From an optimization exercise on the open Yosys and OpenROAD flow, aimed at small area and a short achievable clock period; shortcuts taken in it are not production practice. Only simulation tests tie the RTL to the original design; equivalence was not proved. Power figures rest on the tool's default switching activity, not on a simulated workload.

## flow/config.mk

```make
export PLATFORM = sky130hd
export DESIGN_NAME = axi_rd_mem_stub
export DESIGN_NICKNAME = axi_rd_mem_stub
export VERILOG_FILES = /design/flow/design.v
export SDC_FILE = /design/flow/constraint.sdc
export NUM_CORES = 4
export LEC_CHECK = 0
export CAP_MARGIN = 20
export CORE_MARGIN = 2
export CORE_UTILIZATION = 66
export CTS_CLUSTER_DIAMETER = 80
export CTS_CLUSTER_SIZE = 24
export PLACE_DENSITY = 0.72
export SETUP_SLACK_MARGIN = 3.3
export SLEW_MARGIN = 20
export SYNTH_HIERARCHICAL = 1
```

## flow/constraint.sdc

```tcl
create_clock -name core_clock -period 5.5 [get_ports {clk}]
set_input_delay 1.1000 -clock core_clock [delete_from_list [all_inputs] [get_ports {clk}]]
set_output_delay 1.1000 -clock core_clock [all_outputs]
set_load 0.01 [all_outputs]
```

## flow/design.v

```verilog
package prefetcher_stub_pkg;
    localparam logic [1:0] RESP_OKAY   = 2'b00;
    localparam logic [1:0] RESP_SLVERR = 2'b10;
endpackage
module stub_rd_nor2 (
    input  logic a,
    input  logic b,
    output logic y
);
    assign y = !(a || b);
endmodule
module stub_rd_nand2 (
    input  logic a,
    input  logic b,
    output logic y
);
    assign y = !(a && b);
endmodule
module stub_rd_nand3 (
    input  logic a,
    input  logic b,
    input  logic c,
    output logic y
);
    assign y = !(a && b && c);
endmodule
module stub_rd_nand4 (
    input  logic a,
    input  logic b,
    input  logic c,
    input  logic d,
    output logic y
);
    assign y = !(a && b && c && d);
endmodule
module stub_rd_nor4 (
    input  logic a,
    input  logic b,
    input  logic c,
    input  logic d,
    output logic y
);
    assign y = !(a || b || c || d);
endmodule
module stub_rd_aoi222 (
    input  logic a0,
    input  logic s0,
    input  logic a1,
    input  logic s1,
    input  logic a2,
    input  logic s2,
    output logic y
);
    assign y = !((a0 && s0) || (a1 && s1) || (a2 && s2));
endmodule
module stub_rd_mux2 (
    input  logic s,
    input  logic a,
    input  logic b,
    output logic y
);
    assign y = s ? a : b;
endmodule
module stub_rd_inv (
    input  logic a,
    output logic y
);
    assign y = !a;
endmodule
module axi_rd_mem_stub #(
    parameter int ADDR_BITS            = 16,
    parameter int LOG_BLOCK_DATA_BYTES = 0,
    parameter int MEM_WORD_BITS        = 8,
    parameter int BURST_LEN_WIDTH      = 8,
    parameter int TID_WIDTH            = 8,
    parameter int LOG_OUTSTANDING      = 2,
    parameter int LAT_WIDTH            = 6,
    localparam int DATA_WIDTH          = 8 << LOG_BLOCK_DATA_BYTES
) (
    input  logic                       clk,
    input  logic                       rst,
    input  logic                       s_ar_valid,
    output logic                       s_ar_ready,
    input  logic [ADDR_BITS-1:0]       s_ar_addr,
    input  logic [BURST_LEN_WIDTH-1:0] s_ar_len,
    input  logic [TID_WIDTH-1:0]       s_ar_id,
    output logic                       s_r_valid,
    input  logic                       s_r_ready,
    output logic [DATA_WIDTH-1:0]      s_r_data,
    output logic [TID_WIDTH-1:0]       s_r_id,
    output logic                       s_r_last,
    output logic [1:0]                 s_r_resp,
    input  logic [LAT_WIDTH-1:0]       cfg_latency,
    input  logic                       ld_en,
    input  logic [MEM_WORD_BITS-1:0]   ld_addr,
    input  logic [DATA_WIDTH-1:0]      ld_data,
    output logic [LOG_OUTSTANDING:0]   outstanding,
    output logic                       busy
);
    localparam int IDX_W    = ADDR_BITS - LOG_BLOCK_DATA_BYTES;
    localparam int ENTRY_W  = IDX_W + BURST_LEN_WIDTH + TID_WIDTH;
    localparam int OUT_W    = LOG_OUTSTANDING + 1;
    localparam int WORDS    = 1 << MEM_WORD_BITS;
    localparam int ROW_BITS = MEM_WORD_BITS / 2;
    localparam int COL_BITS = MEM_WORD_BITS - ROW_BITS;
    localparam int ROWS     = 1 << ROW_BITS;
    localparam int COLS     = 1 << COL_BITS;
    logic [WORDS*DATA_WIDTH-1:0] mem_r;
    logic [ENTRY_W-1:0]         push_entry_s;
    logic [ENTRY_W-1:0]         head_entry_s;
    logic                       fifo_full_s;
    logic                       fifo_ready_s;
    logic                       fifo_empty_s;
    logic [OUT_W-1:0]           fifo_count_s;
    logic                       push_s;
    logic                       pop_s;
    logic [IDX_W-1:0]           head_idx_s;
    logic [BURST_LEN_WIDTH-1:0] head_len_s;
    logic [TID_WIDTH-1:0]       head_id_s;
    logic                       busy_r;
    logic                       idle_r;
    logic                       valid_r;
    logic                       nvalid_r;
    logic [IDX_W-1:0]           cur_idx_r;
    logic                       in_range_r;  
    logic                       mem_sel_r;   
    logic                       byp_sel_r;   
    logic                       nxt_in_range_s;
    logic                       nxt_mem_sel_s;
    logic                       nxt_byp_sel_s;
    logic [ROWS-1:0]            nxt_row_n_s;
    logic [COLS-1:0]            nxt_col_n_s;
    logic [BURST_LEN_WIDTH-1:0] rem_r;       
    logic [LAT_WIDTH-1:0]       lat_r;
    logic                       lat_one_r;   
    logic [OUT_W-1:0]           out_r;
    logic [DATA_WIDTH-1:0]      r_data_r;
    logic [TID_WIDTH-1:0]       r_id_r;
    logic                       r_last_r;    
    logic                       nlast_r;     
    logic                       r_err_r;
    logic                       cap_idle_s;
    logic                       cap_wait_s;
    logic                       cap_beat_s;
    logic                       capture_s;
    logic                       done_s;
    logic                       load_s;
    logic                       pay_en_s;
    logic                       lat_zero_s;
    logic [IDX_W-1:0]           inc_idx_s;
    logic [IDX_W-1:0]           new_idx_s;
    logic [IDX_W-1:0]           nxt_idx_s;
    logic [DATA_WIDTH-1:0]      rd_word_s;
    logic [DATA_WIDTH-1:0]      rd_data_s;
    logic [BURST_LEN_WIDTH-1:0] cap_rem_s;
    assign push_entry_s = {IDX_W'(s_ar_addr >> LOG_BLOCK_DATA_BYTES), s_ar_len, s_ar_id};
    assign {head_idx_s, head_len_s, head_id_s} = head_entry_s;
    assign push_s = s_ar_valid && !fifo_full_s;
    assign pop_s  = idle_r && !fifo_empty_s;
    localparam int DEPTH = 1 << LOG_OUTSTANDING;
    logic [ENTRY_W-1:0]         q_store_r [DEPTH];
    logic [LOG_OUTSTANDING-1:0] q_wr_ptr_r;
    logic [LOG_OUTSTANDING-1:0] q_rd_ptr_r;
    logic [OUT_W-1:0]           q_cnt_r;
    logic [OUT_W-1:0]           q_cnt_nx;
    logic                       q_nempty_r;
    logic                       q_ready_r;
    assign fifo_full_s  = q_cnt_r[LOG_OUTSTANDING];
    assign fifo_empty_s = !q_nempty_r;
    assign fifo_ready_s = q_ready_r;
    assign fifo_count_s = q_cnt_r;
    assign head_entry_s = q_store_r[q_rd_ptr_r];
    always_ff @(posedge clk) begin
        if (push_s) begin
            q_store_r[q_wr_ptr_r] <= push_entry_s;
        end
    end
    always_comb begin
        q_cnt_nx = q_cnt_r;
        case ({push_s, pop_s})
            2'b10:   q_cnt_nx = q_cnt_r + OUT_W'(1);
            2'b01:   q_cnt_nx = q_cnt_r - OUT_W'(1);
            default: q_cnt_nx = q_cnt_r;
        endcase
    end
    always_ff @(posedge clk) begin
        if (rst) begin
            q_wr_ptr_r <= {LOG_OUTSTANDING{1'b0}};
            q_rd_ptr_r <= {LOG_OUTSTANDING{1'b0}};
            q_cnt_r    <= {OUT_W{1'b0}};
            q_nempty_r <= 1'b0;
            q_ready_r  <= 1'b1;
        end else begin
            if (push_s) begin
                q_wr_ptr_r <= q_wr_ptr_r + LOG_OUTSTANDING'(1);
            end
            if (pop_s) begin
                q_rd_ptr_r <= q_rd_ptr_r + LOG_OUTSTANDING'(1);
            end
            q_cnt_r    <= q_cnt_nx;
            q_nempty_r <= (q_cnt_nx != {OUT_W{1'b0}});
            q_ready_r  <= !q_cnt_nx[LOG_OUTSTANDING];
        end
    end
    logic [ROWS-1:0]       ld_row_n_r;
    logic [COLS-1:0]       ld_col_n_r;
    logic [DATA_WIDTH-1:0] ld_data_r;
    logic [WORDS-1:0]      ld_we_s;
    always_ff @(posedge clk) begin
        ld_row_n_r <= ~(ld_en ? (ROWS'(1) << ld_addr[MEM_WORD_BITS-1:COL_BITS]) : {ROWS{1'b0}});
        ld_col_n_r <= ~(COLS'(1) << ld_addr[COL_BITS-1:0]);
        ld_data_r  <= ld_data;
    end
    for (genvar w = 0; w < WORDS; w++) begin : g_word
        stub_rd_nor2 u_we (.a(ld_row_n_r[w / COLS]), .b(ld_col_n_r[w % COLS]), .y(ld_we_s[w]));
        always_ff @(posedge clk) begin
            if (ld_we_s[w]) begin
                mem_r[w*DATA_WIDTH +: DATA_WIDTH] <= ld_data_r;
            end
        end
    end
    logic [ROWS-1:0]  row_n_r;
    logic [COLS-1:0]  col_n_r;
    logic [WORDS-1:0] word_sel_s;
    always_ff @(posedge clk) begin
        row_n_r <= nxt_row_n_s;
        col_n_r <= nxt_col_n_s;
    end
    for (genvar w = 0; w < WORDS; w++) begin : g_sel
        stub_rd_nor2 u_sel (.a(row_n_r[w / COLS]), .b(col_n_r[w % COLS]), .y(word_sel_s[w]));
    end
    localparam int L1 = (WORDS + 2) / 3;
    localparam int L2 = (L1 + 3) / 4;
    localparam int L3 = (L2 + 1) / 2;
    localparam int L4 = (L3 + 3) / 4;
    for (genvar b = 0; b < DATA_WIDTH; b++) begin : g_bit
        logic [L1-1:0] l1_n;
        logic [L2-1:0] l2;
        logic [L3-1:0] l3_n;
        logic [L4-1:0] l4;
        logic [1:0]    l5_n;
        for (genvar g = 0; g < L1; g++) begin : g_l1
            if (3*g + 2 < WORDS) begin : g_three
                stub_rd_aoi222 u_aoi (
                    .a0(mem_r[(3*g)*DATA_WIDTH + b]),   .s0(word_sel_s[3*g]),
                    .a1(mem_r[(3*g+1)*DATA_WIDTH + b]), .s1(word_sel_s[3*g+1]),
                    .a2(mem_r[(3*g+2)*DATA_WIDTH + b]), .s2(word_sel_s[3*g+2]),
                    .y(l1_n[g]));
            end else begin : g_one
                stub_rd_nand2 u_nand (.a(mem_r[(3*g)*DATA_WIDTH + b]), .b(word_sel_s[3*g]), .y(l1_n[g]));
            end
        end
        for (genvar g = 0; g < L2; g++) begin : g_l2
            if (4*g + 3 < L1) begin : g_four
                stub_rd_nand4 u_nand (.a(l1_n[4*g]), .b(l1_n[4*g+1]), .c(l1_n[4*g+2]), .d(l1_n[4*g+3]), .y(l2[g]));
            end else begin : g_two
                stub_rd_nand2 u_nand (.a(l1_n[4*g]), .b(l1_n[4*g+1]), .y(l2[g]));
            end
        end
        for (genvar g = 0; g < L3; g++) begin : g_l3
            stub_rd_nor2 u_nor (.a(l2[2*g]), .b(l2[2*g+1]), .y(l3_n[g]));
        end
        for (genvar g = 0; g < L4; g++) begin : g_l4
            if (4*g + 3 < L3) begin : g_four
                stub_rd_nand4 u_nand (.a(l3_n[4*g]), .b(l3_n[4*g+1]), .c(l3_n[4*g+2]), .d(l3_n[4*g+3]), .y(l4[g]));
            end else begin : g_three
                stub_rd_nand3 u_nand (.a(l3_n[4*g]), .b(l3_n[4*g+1]), .c(l3_n[4*g+2]), .y(l4[g]));
            end
        end
        stub_rd_nor2 u_l5a (.a(l4[0]), .b(l4[1]), .y(l5_n[0]));
        stub_rd_inv  u_l5b (.a(l4[2]), .y(l5_n[1]));
        stub_rd_nand2 u_l6 (.a(l5_n[0]), .b(l5_n[1]), .y(rd_word_s[b]));
    end
    assign rd_data_s = (rd_word_s & {DATA_WIDTH{mem_sel_r && !rst}})
                     | (ld_data_r & {DATA_WIDTH{byp_sel_r && !rst}});
    assign lat_zero_s = (cfg_latency == {LAT_WIDTH{1'b0}});
    assign cap_idle_s = pop_s && lat_zero_s;
    assign cap_wait_s = !idle_r && nvalid_r && lat_one_r;
    assign cap_beat_s = !nvalid_r && s_r_ready && nlast_r;
    assign capture_s  = cap_idle_s || cap_wait_s || cap_beat_s;
    assign done_s     = !nvalid_r && s_r_ready && !nlast_r;
    assign load_s     = (idle_r && fifo_empty_s) || done_s;
    assign pay_en_s   = nvalid_r || s_r_ready;
    assign cap_rem_s  = idle_r ? head_len_s : rem_r;
    assign inc_idx_s = cur_idx_r + IDX_W'(1);
    assign new_idx_s = fifo_empty_s ? IDX_W'(s_ar_addr >> LOG_BLOCK_DATA_BYTES) : head_idx_s;
    localparam int ST_W = IDX_W + ROWS + COLS + 3;
    logic [IDX_W-1:0] cand_idx_s [3];
    logic [ST_W-1:0]  cand_st_s [3];
    logic [ST_W-1:0]  ld_st_s;
    logic [ST_W-1:0]  nxt_st_s;
    assign cand_idx_s[0] = inc_idx_s;
    assign cand_idx_s[1] = new_idx_s;
    assign cand_idx_s[2] = cur_idx_r;
    for (genvar c = 0; c < 3; c++) begin : g_cand
        logic inr;
        logic hit;
        assign inr = ((cand_idx_s[c] >> MEM_WORD_BITS) == {IDX_W{1'b0}});
        assign hit = ld_en && (ld_addr == cand_idx_s[c][MEM_WORD_BITS-1:0]);
        if (c < 2) begin : g_dec
            assign cand_st_s[c] = {cand_idx_s[c],
                                   ~(inr ? (ROWS'(1) << cand_idx_s[c][MEM_WORD_BITS-1:COL_BITS]) : {ROWS{1'b0}}),
                                   ~(COLS'(1) << cand_idx_s[c][COL_BITS-1:0]),
                                   inr, inr && !hit, inr && hit};
        end else begin : g_hold
            assign cand_st_s[c] = {cur_idx_r, row_n_r, col_n_r, in_range_r, in_range_r && !hit, in_range_r && hit};
        end
    end
    assign ld_st_s = load_s ? cand_st_s[1] : cand_st_s[2];
    for (genvar i = 0; i < ST_W; i++) begin : g_nxt
        stub_rd_mux2 u_mux (.s(capture_s), .a(cand_st_s[0][i]), .b(ld_st_s[i]), .y(nxt_st_s[i]));
    end
    assign {nxt_idx_s, nxt_row_n_s, nxt_col_n_s, nxt_in_range_s, nxt_mem_sel_s, nxt_byp_sel_s} = nxt_st_s;
    always_ff @(posedge clk) begin
        if (rst || pay_en_s) begin
            r_data_r <= rd_data_s;
        end
    end
    always_ff @(posedge clk) begin
        cur_idx_r  <= nxt_idx_s;
        in_range_r <= nxt_in_range_s;
        mem_sel_r  <= nxt_mem_sel_s;
        byp_sel_r  <= nxt_byp_sel_s;
    end
    always_ff @(posedge clk) begin
        if (rst) begin
            busy_r     <= 1'b0;
            idle_r     <= 1'b1;
            valid_r    <= 1'b0;
            nvalid_r   <= 1'b1;
            out_r      <= {OUT_W{1'b0}};
            rem_r      <= {BURST_LEN_WIDTH{1'b0}};
            lat_r      <= {LAT_WIDTH{1'b0}};
            lat_one_r  <= 1'b0;
            r_id_r     <= {TID_WIDTH{1'b0}};
            r_last_r   <= 1'b0;
            nlast_r    <= 1'b1;
            r_err_r    <= 1'b0;
        end else begin
            out_r <= out_r + OUT_W'(push_s) - OUT_W'(done_s);
            if (pop_s) begin
                busy_r   <= 1'b1;
                idle_r   <= 1'b0;
                valid_r  <= lat_zero_s;
                nvalid_r <= !lat_zero_s;
            end else if (cap_wait_s) begin
                valid_r  <= 1'b1;
                nvalid_r <= 1'b0;
            end else if (done_s) begin
                busy_r   <= 1'b0;
                idle_r   <= 1'b1;
                valid_r  <= 1'b0;
                nvalid_r <= 1'b1;
            end
            if (pop_s) begin
                lat_r     <= cfg_latency;
                lat_one_r <= (cfg_latency == LAT_WIDTH'(1));
            end else begin
                lat_r     <= lat_r - LAT_WIDTH'(1);
                lat_one_r <= (lat_r == LAT_WIDTH'(2));
            end
            if (pop_s) begin
                r_id_r <= head_id_s;
                rem_r  <= head_len_s;
            end
            if (capture_s) begin
                rem_r <= cap_rem_s - BURST_LEN_WIDTH'(1);
            end
            if (pay_en_s) begin
                r_err_r  <= !in_range_r;
                r_last_r <= (cap_rem_s == {BURST_LEN_WIDTH{1'b0}});
                nlast_r  <= (cap_rem_s != {BURST_LEN_WIDTH{1'b0}});
            end
        end
    end
    assign s_ar_ready  = fifo_ready_s;
    assign s_r_valid   = valid_r;
    assign s_r_data    = r_data_r;
    assign s_r_id      = r_id_r;
    assign s_r_last    = r_last_r;
    assign s_r_resp    = r_err_r ? prefetcher_stub_pkg::RESP_SLVERR : prefetcher_stub_pkg::RESP_OKAY;
    assign busy        = busy_r;
    assign outstanding = out_r;
endmodule
module stub_mem_rd_mux #(
    parameter int DATA_WIDTH = 8,
    parameter int SEL_BITS   = 6
) (
    input  logic [(DATA_WIDTH << SEL_BITS)-1:0] words,
    input  logic [SEL_BITS-1:0]                 sel,
    output logic [DATA_WIDTH-1:0]               word
);
    assign word = words[sel*DATA_WIDTH +: DATA_WIDTH];
endmodule
```

## flow/run.sh

```bash
#!/bin/bash
# synth_recipe.tcl (not shown) runs the flow's synth.tcl, then flattens the netlist and writes it again
# the make line also repeats each setting of config.mk as NAME=value (left out here)
make -C /OpenROAD-flow-scripts/flow DESIGN_CONFIG=/design/flow/config.mk WORK_HOME=/design/flow/orfs CLKGATE_MAP_FILE= SYNTH_SCRIPT=/design/flow/synth_recipe.tcl finish
```

==> results_dict.tcl, run 1 <==
set metrics [dict create \
    synthAdderAreaFrac_pct 0.271 \
    path_max_fanout 6 \
    grt_pass1_wl_um 319000 \
    synth_edf_count 2184 \
    rsz0062_at_grt "yes" \
    status "no timing/DRC/antenna violations" \
    final_util_pct 73.7 \
    grt_pass1_vias 47000 \
    die_area_um2 130000 \
    synth_top_family_by_area "compound AO/OA/AOI/OAI gates" \
    fin_skew_ps 24.5 \
    dr.pass1.iters 13 \
    max_freq_mhz 341 \
    wirelength_um 224000 \
    ctsHoldBuffers 0 \
    final-hold-violation-count 0 \
    globalRouteMet3Util_pct 7.68 \
    synth_nets 4674 \
    clock_sinks 2319 \
    die_h_um 361 \
    vias_per_cell 7.42 \
    ys.warnings.count 11 \
    insertion_delay_ps 770 \
    synthSimpleGateAreaFrac_pct 6.05 \
    area_growth_pct 11.2 \
    p_total_mw 34.6 \
    async_flop_share_pct 0 \
    most-common-layout-cells "edfxtp_1 (2184), a222oi_1 (680), nor2_1 (593)" \
    finalSetupTns_ps 0 \
    drive_above_1_share_pct 13.9 \
    antenna_found_initial 10 \
    worst_ep_required_time_ps 6000 \
    drv_cap 0 \
    busiest_layer "met2" \
    die_x_um 361 \
    wl_per_cell_um 33.5 \
    power.density_nw_per_um2 370 \
    peakVddDrop_mv 0.331 \
    maxSlewHeadroom_pct 13.7 \
    hpwlAfterDp_um 134000 \
    hold_path_class "reg -> reg" \
    cp_common_cell "buf_6" \
    fillers 7371 \
    grt_overflow 0 \
    start_util_pct 66.3 \
    use_met2_pct 51.9 \
    vias 49500 \
    yosysUniqueCellTypes 65 \
    fin_crit_sh_pct 53.3 \
    cts_buffers 108 \
    ys_ff_latch 2319 \
    startpoint_type "register" \
    cts_tree "built" \
    ant_nets 0 \
    max_stage_delay_ps 460 \
    whs_ps 469 \
    ios 84 \
    post-place-ws_ps 1710 \
    use_met1_pct 48.1 \
    worst_pin_slew_ps 1290 \
    report.final.slew_viol_count 0 \
    synth-xor-area-share_pct 0.697 \
    netlist_instances 4598 \
    netlist_area_um2 84200 \
    cts_max_level 3 \
    setup_slack_ps 2570 \
    clockRootBuffer "clkbuf_16" \
    setup_viol 0 \
    criticalPathCategory "reg -> reg" \
    grt_use_total_pct 33.8 \
    synth_compound_area_share_pct 9.25 \
    p_leak_nw 28.7 \
    core_um2 127000 \
    clock_tree.buffer_depth 3 \
    yosysSeqAreaShare_pct 81.1 \
    drt_iter0_drc 10400 \
    fin_crit_ps 2930 \
    clk_pin_slew_ps 100 \
    syn_avg_cell_area_um2 18.3 \
    place.gp.congestion 0.917 \
    grt_max_degree 142 \
    mostFrequentLayoutCell "edfxtp_1" \
    nNetsFinal 5013 \
    synth_mux_area_share_pct 2.13 \
    critical_path_arrival_ps 3430 \
    rows 131 \
    synthFlopType "edfxtp_1" \
    cp_slowest_cell "dfxtp_4" \
    drc 0 \
    numPortBuffers 82 \
    end_kind "register" \
    path_cells "buf_6 -> buf_6 -> nor2_4 -> buf_6 -> a222oi_1 -> nand4_1 -> nor2_2 -> nand4_1 -> nor2_1 -> nand2_1 -> a22oi_2 -> nor2_1" \
]
## repair_timing
item                       in CTS  in global routing
pin swaps                     138                113
setup endpoints to repair     105                160
resized for setup             438                 98
gates cloned                    7                  1
setup buffers                 106                 36
## final cells by class
cell class / instances / area, um2 / area share, %
inverters: 44 / 194 / 0.207
repair buffers: 277 / 3230 / 3.45
repair inverters: 3 / 62.6 / 0.0668
flip-flops and latches: 2319 / 68500 / 73.2
well taps: 1662 / 2080 / 2.22
diodes: 6 / 15.0 / 0.0160
clock buffers: 167 / 2940 / 3.15
multi-input cells: 2184 / 16400 / 17.5
clock inverters: 15 / 196 / 0.210
## stage by stage
step	instance area [um2]	std cells
finish	93600	6677
global route	93600	6673
CTS	92800	6634
detailed placement	87500	6339
global placement	87500	6339
floorplan	84300	4598
## path summary, 6_finish.rpt
path | start | to | slack [ps] | depth (start not counted)
setup reg to reg | row_n_r[4]$_DFF_P_ | r_data_r[3]$_DFFE_PP_ | 2570 | 12
setup / recovery | row_n_r[4]$_DFF_P_ | r_data_r[3]$_DFFE_PP_ | 2570 | 12
hold / removal | r_last_r$_SDFFE_PP0P_ | r_last_r$_SDFFE_PP0P_ | 470 | 2
hold reg to reg | r_last_r$_SDFFE_PP0P_ | r_last_r$_SDFFE_PP0P_ | 470 | 2
## cells by family (layout without fill, tap and decap cells)
group | after synthesis | after routing
simple gates | 1144 | 1144
fa+ha+maj | 17 | 17
buf+inv | 95 | 506
compound gates | 830 | 830
flops | 2319 | 2319
xor+xnor | 67 | 67
other cells | 1 | 7
mux | 125 | 125
## layer usage
metal	routed length (um)	vias to the layer above	part of all wire (%)
met4	9240	14	4.1
met5	94	-	0.042
met2	104000	3667	46
met3	31100	455	14
met1	79500	24900	36
li1	-	20500	-
## state kept, by name, summed over array words and instances (netlist names), 3 cells and up, named ones only
register,count
col_n_r,16
cur_idx_r,16
lat_r,6
ld_col_n_r,16
ld_data_r,8
ld_row_n_r,16
mem_r,2048
out_r,3
q_cnt_r,3
q_store_r,128
r_data_r,8
r_id_r,8
rem_r,8
row_n_r,16
## power by group
group | internal (mW) | leakage [nW] | switching, mW | total (mW)
registers | 19.7 | 20.8 | 0.556 | 20.3
clock network | 3.80 | 1.50 | 5.19 | 8.99
logic | 2.23 | 6.41 | 3.15 | 5.38
total | 25.7 | 28.7 | 8.89 | 34.6
## synthesized netlist by cell type (all sizes together), types with 3 or more instances
| cell | count | area (um2) |
|---|---|---|
| a22oi | 8 | 60.1 |
| clkbuf | 26 | 97.6 |
| inv | 40 | 150 |
| nor2b | 17 | 106 |
| and3 | 8 | 50.1 |
| or4 | 4 | 33.8 |
| ha | 15 | 188 |
| nand2 | 112 | 420 |
| xor2 | 21 | 184 |
| mux4 | 21 | 484 |
| nor4 | 6 | 37.5 |
| a211oi | 10 | 75.1 |
| nand3 | 33 | 165 |
| nor3b | 3 | 22.5 |
| nand4 | 210 | 1310 |
| o211ai | 6 | 45.0 |
| mux2 | 60 | 867 |
| edfxtp | 2184 | 65600 |
| or3 | 3 | 18.8 |
| buf | 25 | 140 |
| and4 | 3 | 26.3 |
| o21a | 5 | 37.5 |
| nor2 | 706 | 2650 |
| and2 | 12 | 75.1 |
| clkinv | 4 | 15.0 |
| a31oi | 10 | 62.6 |
| dfxtp | 135 | 2700 |
| o32a | 16 | 160 |
| o21ai | 26 | 130 |
| mux2i | 44 | 440 |
| nand2b | 7 | 43.8 |
| o41ai | 3 | 26.3 |
| o31ai | 3 | 22.5 |
| xnor2 | 46 | 403 |
| nor3 | 11 | 55.1 |
| a222oi | 680 | 6810 |
| a21oi | 51 | 255 |
| or2 | 3 | 18.8 |
## modules after synthesis (local to each module, per instance)
| module | flops+latches | cell area [um2] | cells inside |
|---|---|---|---|
| stub_rd_nand2 | 0 | 3.75 | 1 |
| axi_rd_mem_stub | 2319 | 73000 | 3035 |
| stub_rd_nand3 | 0 | 5.00 | 1 |
| stub_rd_nand4 | 0 | 6.26 | 1 |
| stub_rd_aoi222 | 0 | 10.0 | 1 |
| stub_rd_nor2 | 0 | 3.75 | 1 |
| stub_rd_mux2 | 0 | 15.0 | 1 |
| stub_rd_inv | 0 | 3.75 | 1 |
## critical path, delay by kind of cell, from the launching register on
family | cells | cell delay [ps]
and+or+nand+nor | 7 | 1240
AOI/OAI and AO/OA | 2 | 620
buffers and inverters | 3 | 320
DFF | 1 | 460
==> run 2: changes to the inputs <==
--- a/flow/config.mk
+++ b/flow/config.mk
@@ -12,5 +12,5 @@
 export CTS_CLUSTER_SIZE = 24
 export PLACE_DENSITY = 0.72
-export SETUP_SLACK_MARGIN = 3.3
+export SETUP_SLACK_MARGIN = 2.9
 export SLEW_MARGIN = 20
 export SYNTH_HIERARCHICAL = 1
==> run 2 against run 1 <==
Compared with the run above:
- still clean
- cell count about the same
- sequential cell count unchanged
- critical path depth decreased by 1
- final area decreased by 0.22%
- maximum frequency decreased by 3.0%
- utilization decreased by 0.16 points
- clock skew decreased by 4.9 ps
- sequential share of layout area increased by 0.13 points
- combinational power decreased by 3%
- sequential power about the same
- register-to-register slack got worse by 90 ps
- largest power group unchanged
==> results_dict.tcl, run 2 <==
set metrics [dict create \
    die_x_um 361 \
    yosysUniqueCellTypes 65 \
    cp_top_family "simple AND/OR/NAND/NOR gates" \
    setup_slack_ps 2480 \
    mostFrequentLayoutCell "edfxtp_1" \
    wirelength_um 222000 \
    max_stage_delay_ps 660 \
    maxSlewHeadroom_pct 16.7 \
    largest_reg_flops 2048 \
    dr.pass1.iters 12 \
    synth_most_common_cell "edfxtp_1" \
    path_cells "buf_4 -> buf_4 -> nor2_1 -> a222oi_1 -> nand4_1 -> nor2_2 -> nand3_2 -> inv_1 -> nand2_1 -> a22oi_2 -> nor2_1" \
    worst_pin_slew_ps 1250 \
    ys_ff_latch 2319 \
    drc 0 \
    yosysSeqAreaShare_pct 81.1 \
    wl_per_cell_um 33.3 \
    crit-reg2reg-launch "col_n_r[0]$_DFF_P_" \
    rsz0062_at_grt "yes" \
    fin_crit_ps 3020 \
    place.gp.congestion 0.874 \
    fin_crit_sh_pct 54.9 \
    reg_top3 "mem_r x2048, q_store_r x128" \
    end_kind "register" \
    hpwlAfterDp_um 131000 \
    grt_pass1_vias 46700 \
    p_leak_nw 28.7 \
    peakVddDrop_mv 0.338 \
    drive_above_1_share_pct 13.6 \
    grt_pass1_wl_um 316000 \
    max_freq_mhz 331 \
    netlist_area_um2 84200 \
    syn_avg_cell_area_um2 18.3 \
    netlist_instances 4598 \
    final-hold-violation-count 0 \
    rows 131 \
    start_util_pct 66.3 \
    area_growth_pct 10.9 \
    ys.warnings.count 11 \
    yosys.area.top_type "edfxtp_1" \
    status "no timing/DRC/antenna violations" \
    path_max_fanout 8 \
    post-place-ws_ps 1550 \
    hold_path_class "reg -> reg" \
    antenna_found_initial 8 \
    cp_slowest_cell "a222oi_1" \
    ctsHoldBuffers 0 \
    vias 49300 \
    finalSetupTns_ps 0 \
    ios 84 \
    cts_tree "built" \
    clock_sinks 2319 \
    async_flop_share_pct 0 \
    worst-path-buf-inv 3 \
    numPortBuffers 82 \
    yosys-top-cells-area "edfxtp_1 (78%), a222oi_1 (8.1%), dfxtp_1 (3.2%)" \
    ant_nets 0 \
    placed_area_um2 87400 \
    core_um2 127000 \
    grt_overflow 0 \
    startpoint_type "register" \
    insertion_delay_ps 760 \
    worstHoldStart "rem_r[1]$_SDFFE_PP0P_" \
    clock_tree.buffer_depth 3 \
    vias_per_cell 7.39 \
    synth_top_area_share_pct 77.9 \
    synth_nets 4674 \
    drv_cap 0 \
    cts_max_level 3 \
    clk_pin_slew_ps 100 \
    top_register "mem_r" \
    criticalPathCategory "reg -> reg" \
    r2r_slack_ps 2480 \
    synthFlopType "edfxtp_1" \
    cts_buffers 108 \
    report.final.slew_viol_count 0 \
    die_area_um2 130000 \
    die_h_um 361 \
    synth_common_cells "edfxtp_1 (2184), nor2_1 (706), a222oi_1 (680)" \
    crit_start "col_n_r[0]$_DFF_P_" \
    postLayoutCellArea_um2 93400 \
    setup_viol 0 \
    drt_iter0_drc 10600 \
    clockRootBuffer "clkbuf_16" \
    power.density_nw_per_um2 369 \
    grt_max_degree 211 \
    nNetsFinal 5012 \
    most-common-layout-cells "edfxtp_1 (2184), a222oi_1 (680), nor2_1 (558)" \
    synth_edf_count 2184 \
    critical_path_arrival_ps 3520 \
    worst_ep_required_time_ps 6000 \
    grt_use_total_pct 33.5 \
    fin_skew_ps 19.6 \
]
run 2: cell count changes in the layout (fill, tap and decap cells not counted), sizes merged:
cell,change
clkdlybuf4s50,+2
diode,-2
clkbuf,+3
dlygate4sd2,+17
clkinvlp,+3
clkdlybuf4s15,-3
buf,-15
inv,-6
or4,+2
clkinv,-3
run 2: modules after synthesis (local to each module, per instance):
| module | times used | flops+latches |
|---|---|---|
| axi_rd_mem_stub | 1 | 2319 |
| stub_rd_aoi222 | 680 | 0 |
| stub_rd_inv | 8 | 0 |
| stub_rd_mux2 | 51 | 0 |
| stub_rd_nand2 | 24 | 0 |
| stub_rd_nand3 | 8 | 0 |
| stub_rd_nand4 | 184 | 0 |
| stub_rd_nor2 | 608 | 0 |
run 2: per-stage QoR:
step / instances / power [mW] / hold slack, ps / utilization [%]
2_1_floorplan: 4598 / 22.5 / 431 / -
3_3_place_gp: 6332 / 24.2 / 440 / 68.8
3_5_place_dp: 6332 / 24.3 / 453 / 68.8
4_1_cts: 6619 / 33.9 / 466 / 72.7
5_1_grt: 6672 / 35.3 / 502 / 73.5
6_report: 6675 / 34.4 / 465 / 73.5
run 2: cell families (layout without fill, tap and decap cells):
kind of cell | Yosys count | count (layout) | share of synthesized area [%]
other | 1 | 5 | 0.00446
AND/OR/NAND/NOR | 1144 | 1146 | 6.05
buffers and inverters | 95 | 504 | 0.479
multiplexers | 125 | 125 | 2.13
flip-flops | 2319 | 2319 | 81.1
XOR/XNOR | 67 | 67 | 0.697
adder cells (fa/ha/maj) | 17 | 17 | 0.271
AO/OA/AOI/OAI | 830 | 830 | 9.25
run 2: power breakdown:
group / internal (mW) / leakage, nW / switching, mW / total [mW]
logic: 2.12 / 6.39 / 3.07 / 5.20
clock network: 3.82 / 1.49 / 5.13 / 8.95
registers: 19.7 / 20.8 / 0.564 / 20.3
run 2: worst reg2reg max path, delay by kind of cell, from the launching register on:
kind,cells,cell delay [ps]
compound gates,2,810
buf+inv,3,480
flops,1,490
simple gates,6,980
run 2: timing repair:
item / 4_1_cts / 5_1_grt
cloned: 4 / 1
gates resized for setup: 292 / 135
setup buffers: 100 / 48
pin swaps: 121 / 158
setup endpoints to repair: 215 / 75
endpoints found under the hold margin: 0 / 0
run 2: final cells by class:
type,instances,area (um2)
clock buffer,172,3020
timing repair inverter,1,16.3
timing repair buffer,276,3210
clock inverter,11,100
multi-input combinational,2186,16300
inverter,44,185
fill,7312,33600
antenna,4,10.0
tap,1662,2080
sequential,2319,68500
run 2: path summary, 6_finish.rpt:
path | cells after the start | endpoint
worst max-delay path | 11 | r_data_r[6]$_DFFE_PP_
worst max register to register | 11 | r_data_r[6]$_DFFE_PP_
worst min register to register | 2 | rem_r[1]$_SDFFE_PP0P_
worst min-delay path | 2 | rem_r[1]$_SDFFE_PP0P_
run 2: layer usage:
metal	wire length, um	part of all wire (%)	GRT usage [%]
met1	79000	36	48.7
met3	32200	14	6.92
met4	9120	4.1	12.5
met5	26	0.012	0
met2	102000	46	51.2
==> run 3: changes to the inputs <==
--- a/flow/config.mk
+++ b/flow/config.mk
@@ -12,5 +12,5 @@
 export CTS_CLUSTER_SIZE = 24
 export PLACE_DENSITY = 0.72
-export SETUP_SLACK_MARGIN = 2.9
+export SETUP_SLACK_MARGIN = 3.6
 export SLEW_MARGIN = 20
 export SYNTH_HIERARCHICAL = 1
==> run 3 against run 2 <==
Compared with the run above:
- final area up 1.7%
- critical path type unchanged
- critical endpoint is now r_data_r[7]$_DFFE_PP_
- sequential share of layout area down 1.2 points
- clock skew increased by 28 ps
- clock power increased by 3.4%
- sequential power about the same
- hold slack gained 15 ps
==> results_dict.tcl, run 3 <==
set metrics [dict create \
    status "no timing/DRC/antenna violations" \
    antenna_found_initial 6 \
    fillers 7030 \
    yosysUniqueCellTypes 65 \
    criticalPathCategory "reg -> reg" \
    die_area_um2 130000 \
    p_total_mw 36.0 \
    grt_overflow 0 \
    yosys.area.top_type "edfxtp_1" \
    r2r_slack_ps 2490 \
    reg_top3 "mem_r x2048, q_store_r x128" \
    worstHoldStart "r_id_r[1]$_SDFFE_PP0N_" \
    clock_sinks 2319 \
    die_h_um 361 \
    cts_tree "built" \
    peakVddDrop_mv 0.409 \
    ys_ff_latch 2319 \
    path_max_fanout 8 \
    grt_pass1_wl_um 331000 \
    postLayoutCellArea_um2 95000 \
    p_leak_nw 29.3 \
    finalSetupTns_ps 0 \
    clk_pin_slew_ps 100 \
    fin_crit_ps 3010 \
    met1_length_um 82700 \
    multiInputGateArea_um2 16600 \
    drv_cap 0 \
    maxSlewHeadroom_pct 22.6 \
    ios 84 \
    cts_max_level 3 \
    instances_no_fill 6757 \
    setup_viol 0 \
    core_um2 127000 \
    end_kind "register" \
    report.final.slew_viol_count 0 \
    largest_reg_flops 2048 \
    vias 50500 \
    drc 0 \
    holdPathStages 2 \
    ant_nets 0 \
    clockRootBuffer "clkbuf_16" \
    synth_common_cells "edfxtp_1 (2184), nor2_1 (706), a222oi_1 (680)" \
    final-hold-violation-count 0 \
    nNetsFinal 5092 \
    top_layer "met5" \
    grt_use_total_pct 35.2 \
    max_freq_mhz 333 \
    wl_met2_um 108000 \
    grt_pass1_vias 48000 \
    place.gp.congestion 0.895 \
    vias_per_cell 7.48 \
    setup_slack_ps 2490 \
    crit-reg2reg-launch "col_n_r[10]$_DFF_P_" \
    critical_path_arrival_ps 3520 \
    post-place-ws_ps 1710 \
    wirelength_um 236000 \
    fin_crit_sh_pct 54.7 \
    synth_nets 4674 \
    fin_skew_ps 48.0 \
    syn_avg_cell_area_um2 18.3 \
    start_util_pct 66.3 \
    rsz0062_at_grt "yes" \
    synth_top_area_share_pct 77.9 \
    hpwlAfterDp_um 134000 \
    drt_iter0_drc 10900 \
    numPortBuffers 82 \
    drive_above_1_share_pct 16.6 \
    startpoint_type "register" \
    whs_ps 480 \
    mostFrequentLayoutCell "edfxtp_1" \
    die_x_um 361 \
    final_util_pct 74.8 \
    ys.warnings.count 11 \
    area_growth_pct 12.8 \
    clock_tree.buffer_depth 3 \
    worst_ep_required_time_ps 6020 \
    cts_buffers 109 \
    hold_path_class "reg -> reg" \
    insertion_delay_ps 780 \
    placed_area_um2 87500 \
    timing.rr.end "r_data_r[7]$_DFFE_PP_" \
    async_flop_share_pct 0 \
    yosysSeqAreaShare_pct 81.1 \
    dr_wl_met3_um 33200 \
    netlist_area_um2 84200 \
    seq_area_um2 68500 \
    synth_most_common_cell "edfxtp_1" \
    holdPathEnd "r_id_r[1]$_SDFFE_PP0N_" \
    r2r_cells 11 \
    worst_pin_slew_ps 1160 \
    most-common-layout-cells "edfxtp_1 (2184), a222oi_1 (680), nor2_1 (579)" \
    synth_edf_count 2184 \
    grt_max_degree 227 \
    power.density_nw_per_um2 379 \
    netlist_instances 4598 \
    wl_per_cell_um 34.9 \
    dp_cells 6334 \
    yosys-top-cells-area "edfxtp_1 (78%), a222oi_1 (8.1%), dfxtp_1 (3.2%)" \
    rows 131 \
    dr.pass1.iters 17 \
    top_register "mem_r" \
    synthFlopType "edfxtp_1" \
]
-- run 3: changes by cell type in the layout (fill, tap and decap cells not counted), sizes merged --
cell	before	now
clkinv	10	19
buf	201	288
nand2	112	113
bufbuf	1	4
clkinvlp	4	0
inv	41	46
dlygate4sd2	29	12
bufinv	1	2
diode	4	7
clkbuf	173	172
dlymetal6s2s	4	0
clkdlybuf4s50	40	39
-- run 3: logic make-up (layout without fill, tap and decap cells) --
logic type / count (synthesis) / in the layout / synth area share (%)
AO/OA/AOI/OAI: 830 / 830 / 9.25
XOR/XNOR: 67 / 67 / 0.697
adder cells (fa/ha/maj): 17 / 17 / 0.271
buffers and inverters: 95 / 582 / 0.479
flip-flops: 2319 / 2319 / 81.1
multiplexers: 125 / 125 / 2.13
other: 1 / 8 / 0.00446
AND/OR/NAND/NOR: 1144 / 1147 / 6.05
-- run 3: routing by layer --
metal,GRT usage (%),vias up
li1,-,20600
met1,50.1,25300
met2,53.2,4010
met3,7.99,561
met4,15.7,2
met5,0,-
-- run 3: worst max path at each step --
stage	startpoint	depth (start not counted)	slack (ps)	to
floorplan	s_ar_addr[11]	8	2380	row_n_r[13]$_DFF_P_
global placement	col_n_r[4]$_DFF_P_	10	1710	r_data_r[2]$_DFFE_PP_
detailed placement	s_r_ready	7	1710	row_n_r[5]$_DFF_P_
CTS	col_n_r[10]$_DFF_P_	11	2650	r_data_r[5]$_DFFE_PP_
global route	col_n_r[11]$_DFF_P_	10	2500	r_data_r[0]$_DFFE_PP_
finish	col_n_r[10]$_DFF_P_	11	2490	r_data_r[7]$_DFFE_PP_
-- run 3: worst max-delay path: stages, from the launching register on --
cell and delay (ps):
dfxtp_4 480, buf_12 170, buf_12 150, nor2_2 100, a222oi_1 740, nand4_1 260, nor2_2 210, nand4_1 150
nor2_1 160, nand2_1 80, a22oi_1 190, nor2_1 60
-- run 3: area by class of cell --
class	count	share of cell area [%]
repair inverters	5	0.129
clock buffers	165	3.23
well taps	1662	2.19
multi-input cells	2187	17.5
inverters	44	0.215
clock inverters	18	0.191
diodes	7	0.0184
repair buffers	350	4.38
flip-flops and latches	2319	72.2
-- run 3: report_power, final --
group          internal, mW  leakage (nW)  switching [mW]
Combinational          2.85          6.92            3.56
Clock                  3.99          1.58            5.26
Sequential             19.7          20.8           0.610
Total                  26.6          29.3            9.44
-- run 3: what timing repair did --
action	in CTS	in global routing
cloned	17	5
buffers inserted	160	50
hold endpoints to repair	0	0
pin swaps	131	122
setup endpoints to repair	1095	660
resized for setup	459	160
hold buffers	0	0
-- run 3: Yosys stat by module (local to each module, per instance) --
module	flops+latches	copies in the design	cells inside	area, um2
axi_rd_mem_stub	2319	1	3035	73000
stub_rd_nand4	0	184	1	6.26
stub_rd_nor2	0	608	1	3.75
stub_rd_mux2	0	51	1	15.0
stub_rd_nand2	0	24	1	3.75
stub_rd_inv	0	8	1	3.75
stub_rd_nand3	0	8	1	5.00
stub_rd_aoi222	0	680	1	10.0

afterwards: timing with drivers on the ports:
In the flow no input, the clock included, has a driving cell. The finished layouts below were timed again as built, in two steps. Step 1, drivers: a clkbuf_16 drives clk and a buf_2 each remaining input, both assumed. Step 2 adds t to the input delays and takes it off the output delays; t is the mean of the earliest and latest rising clock arrival at the registers after step 1. Input paths then give back, and output paths get back, about the clock's delay inside the block. Three values: ideal ports, drivers, drivers and shift; two values: the first two.
run | t (ns) | setup WS [ns] | worst setup path at the end | latest minus earliest clock arrival (ns)
run 1 | 0.837 | 2.569 / 2.569 / 1.948 | input to register | 0.032 / 0.032
run 2 | 0.840 | 2.479 / 2.479 / 2.059 | input to register | 0.024 / 0.024
run 3 | 0.833 | 2.493 / 2.493 / 1.873 | input to register | 0.049 / 0.049
After both steps every run listed still meets setup and hold. For run 1, which loses most, drivers alone change the setup slack by 0.000 ns; drivers and shift together by -0.621 ns.
